From an optimization exercise on the open Yosys and OpenROAD flow, aimed at small area and a short achievable clock period; shortcuts taken in it are not production practice. At most, simulation tests tie the RTL to the original design; equivalence was not proved.

the baseline:
==> flow/design.v (excerpt) <==
module sparse_row_top (
  input  logic                            clk,
  input  logic                            reset,
  input  logic                            wr_req_act_flag,
  input  logic [16-1:0]                      wr_data_act_flag,
  input  logic                            wr_req_act,
  input  logic [8-1:0]               wr_data_act,
  input  logic                            wr_req_wei,
  input  logic [8-1:0]               wr_data_wei,
  input  logic                            start,
  input  logic                            wait_state,
  output logic                            en,
  output logic [1:0]                      state,
  output logic [4-1:0]               row_index,
  output logic [4-1:0]               act_index,
  output logic [8-1:0]               serial_out,
  output logic [5-1:0]               row_val_num,
  output logic                            zero_flag,
  output logic                            row_cal_done,
  output logic [8*9-1:0]  parallel_out
);
Settings: LEC_CHECK=0, CAP_MARGIN=20, CORE_MARGIN=2, CORE_UTILIZATION=60, CTS_CLUSTER_DIAMETER=120, CTS_CLUSTER_SIZE=24, SETUP_SLACK_MARGIN=4.8, SLEW_MARGIN=20; clock period 7.5 ns.
run.sh (not shown) runs the stock make flow with config.mk's settings and CLKGATE_MAP_FILE= SYNTH_SCRIPT=/design/flow/synth_recipe.tcl, a recipe that flattens the netlist after the stock synthesis.
The baseline went all the way through synthesis, placement and routing and the layout is clean on timing, DRC and antenna.
--- input diff the baseline..the candidate ---
-- flow/design.v --
<<< the baseline, line 9
  input  logic [16-1:0] row_sel,
  input  logic [16-1:0] col_sel,
  input  logic [16-1:0] col_sel_n,
  output logic [16-1:0] first_flags,
  output logic [16-1:0] next_flags,
>>> the candidate, line 9
  input  logic [16-1:0] row_sel,
  input  logic [16-1:0] col_sel,
  output logic [16-1:0] first_flags,
  output logic [16-1:0] next_flags,
<<< the baseline, line 17
  logic [8-1:0]   act_mem  [16 * 16];
  logic [4-1:0]      wr_addr_act_flag;
  logic flag_addr_zero;
  always_ff @(posedge clk or negedge reset) begin
>>> the candidate, line 16
  logic [8-1:0]   act_mem  [16 * 16];
  logic [4-1:0]      wr_addr_act_flag;
  logic [8-1:0] wr_addr_act;
  logic flag_addr_zero;
  always_ff @(posedge clk or negedge reset) begin
<<< the baseline, line 32
    end
  end
  logic [16-1:0] wr_row_act;
  logic [16-1:0] wr_col_act;
  always_ff @(posedge clk or negedge reset) begin
    if (!reset) begin
      wr_row_act <= 16'(1);
      wr_col_act <= 16'(1);
    end else if (wr_req_act) begin
      wr_col_act <= {wr_col_act[16-2:0], wr_col_act[16-1]};
      if (wr_col_act[16-1]) begin
        wr_row_act <= {wr_row_act[16-2:0], wr_row_act[16-1]};
      end
    end
  end
  always_ff @(posedge clk) begin
    for (int i = 0; i < 16; i++) begin
      for (int c = 0; c < 16; c++) begin
        if (wr_req_act && wr_row_act[i] && wr_col_act[c]) begin
          act_mem[i*16 + c] <= wr_data_act;
        end
      end
    end
  end
>>> the candidate, line 32
    end
  end
  always_ff @(posedge clk or negedge reset) begin
    if (!reset) begin
      wr_addr_act <= '0;
    end else if (wr_req_act) begin
      wr_addr_act <= wr_addr_act + 1'b1;
    end
  end
  always_ff @(posedge clk) begin
    if (wr_req_act) begin
      act_mem[wr_addr_act] <= wr_data_act;
    end
  end
<<< the baseline, line 75
      row_word = '0;
      for (int c = 0; c < 16; c++) begin
        if (i < 16 / 2) begin
          row_word = row_word | ({8{col_sel[c]}} & act_mem[i*16 + c]);
        end else begin
          row_word = row_word | ({8{~col_sel_n[c]}} & act_mem[i*16 + c]);
        end
      end
      rd_data = rd_data | ({8{row_sel[i]}} & row_word);
>>> the candidate, line 65
      row_word = '0;
      for (int c = 0; c < 16; c++) begin
        row_word = row_word | ({8{col_sel[c]}} & act_mem[i*16 + c]);
      end
      rd_data = rd_data | ({8{row_sel[i]}} & row_word);
<<< the baseline, line 109
  input  logic [8-1:0]   rd_data,
  output logic [16-1:0] col_sel,
  output logic [16-1:0] col_sel_n,
  output logic [16-1:0] row_sel,
  output logic                en,
>>> the candidate, line 95
  input  logic [8-1:0]   rd_data,
  output logic [16-1:0] col_sel,
  output logic [16-1:0] row_sel,
  output logic                en,
<<< the baseline, line 220
  );
  always_ff @(posedge clk) begin
    remain    <= remain_next;
    col_sel   <= lowest_next;
    col_sel_n <= ~lowest_next;
  end
  always_ff @(posedge clk) begin
>>> the candidate, line 205
  );
  always_ff @(posedge clk) begin
    remain  <= remain_next;
    col_sel <= lowest_next;
  end
  always_ff @(posedge clk) begin
<<< the baseline, line 303
  logic [16-1:0] next_flags;
  logic [16-1:0] col_sel;
  logic [16-1:0] col_sel_n;
  logic [16-1:0] row_sel;
  logic [8-1:0]   rd_data;
>>> the candidate, line 287
  logic [16-1:0] next_flags;
  logic [16-1:0] col_sel;
  logic [16-1:0] row_sel;
  logic [8-1:0]   rd_data;
<<< the baseline, line 315
    .row_sel          (row_sel),
    .col_sel          (col_sel),
    .col_sel_n        (col_sel_n),
    .first_flags      (first_flags),
    .next_flags       (next_flags),
>>> the candidate, line 298
    .row_sel          (row_sel),
    .col_sel          (col_sel),
    .first_flags      (first_flags),
    .next_flags       (next_flags),
<<< the baseline, line 329
    .rd_data      (rd_data),
    .col_sel      (col_sel),
    .col_sel_n    (col_sel_n),
    .row_sel      (row_sel),
    .en           (en),
>>> the candidate, line 311
    .rd_data      (rd_data),
    .col_sel      (col_sel),
    .row_sel      (row_sel),
    .en           (en),
[summary]
The candidate gives more core utilization than the baseline did.
Changes observed in the candidate relative to the baseline: first-pass GRT wire length rose about 0.3%, minimum clock period after layout dropped 0.24 ns, hold slack went up by 0.023 ns, complex-gate fraction of the synthesized area has remained practically unchanged.
The candidate against the baseline: total number of clock tree sinks fell by 40; highest clock rate rose by about 8%; length of routed met2 wiring rose by about 2%.
For the baseline, only the layout was checked, not whether the RTL still works.

port drivers added, routing unchanged:
Ports are ideal in the flow. The routed layouts listed here were re-timed in OpenROAD.
Step 1 assumes that a clkbuf_16 drives the clock port and a buf_2 every other input.
Step 2 times the ports against the registers' clock, not the clock port: input delays grow and output delays shrink by t, the midpoint of the rising clock arrivals with the driver on.
Slacks: ideal / step 1 / step 2; pairs: ideal / step 1.
run	shift t [ns]	setup slack, ns	hold WS [ns]	worst register clock-pin slew, ns	pins driven straight from the clock port
the baseline	0.871	4.287 / 4.287 / 3.950	0.455 / 0.455 / 0.455	0.10 / 0.10	1
the candidate	0.856	4.525 / 4.491 / 3.945	0.478 / 0.478 / 0.478	0.10 / 0.10	1
After both steps every run listed still meets setup and hold. The setup slack of the candidate, which loses most, moves by -0.034 ns with the drivers and by -0.580 ns with both steps.
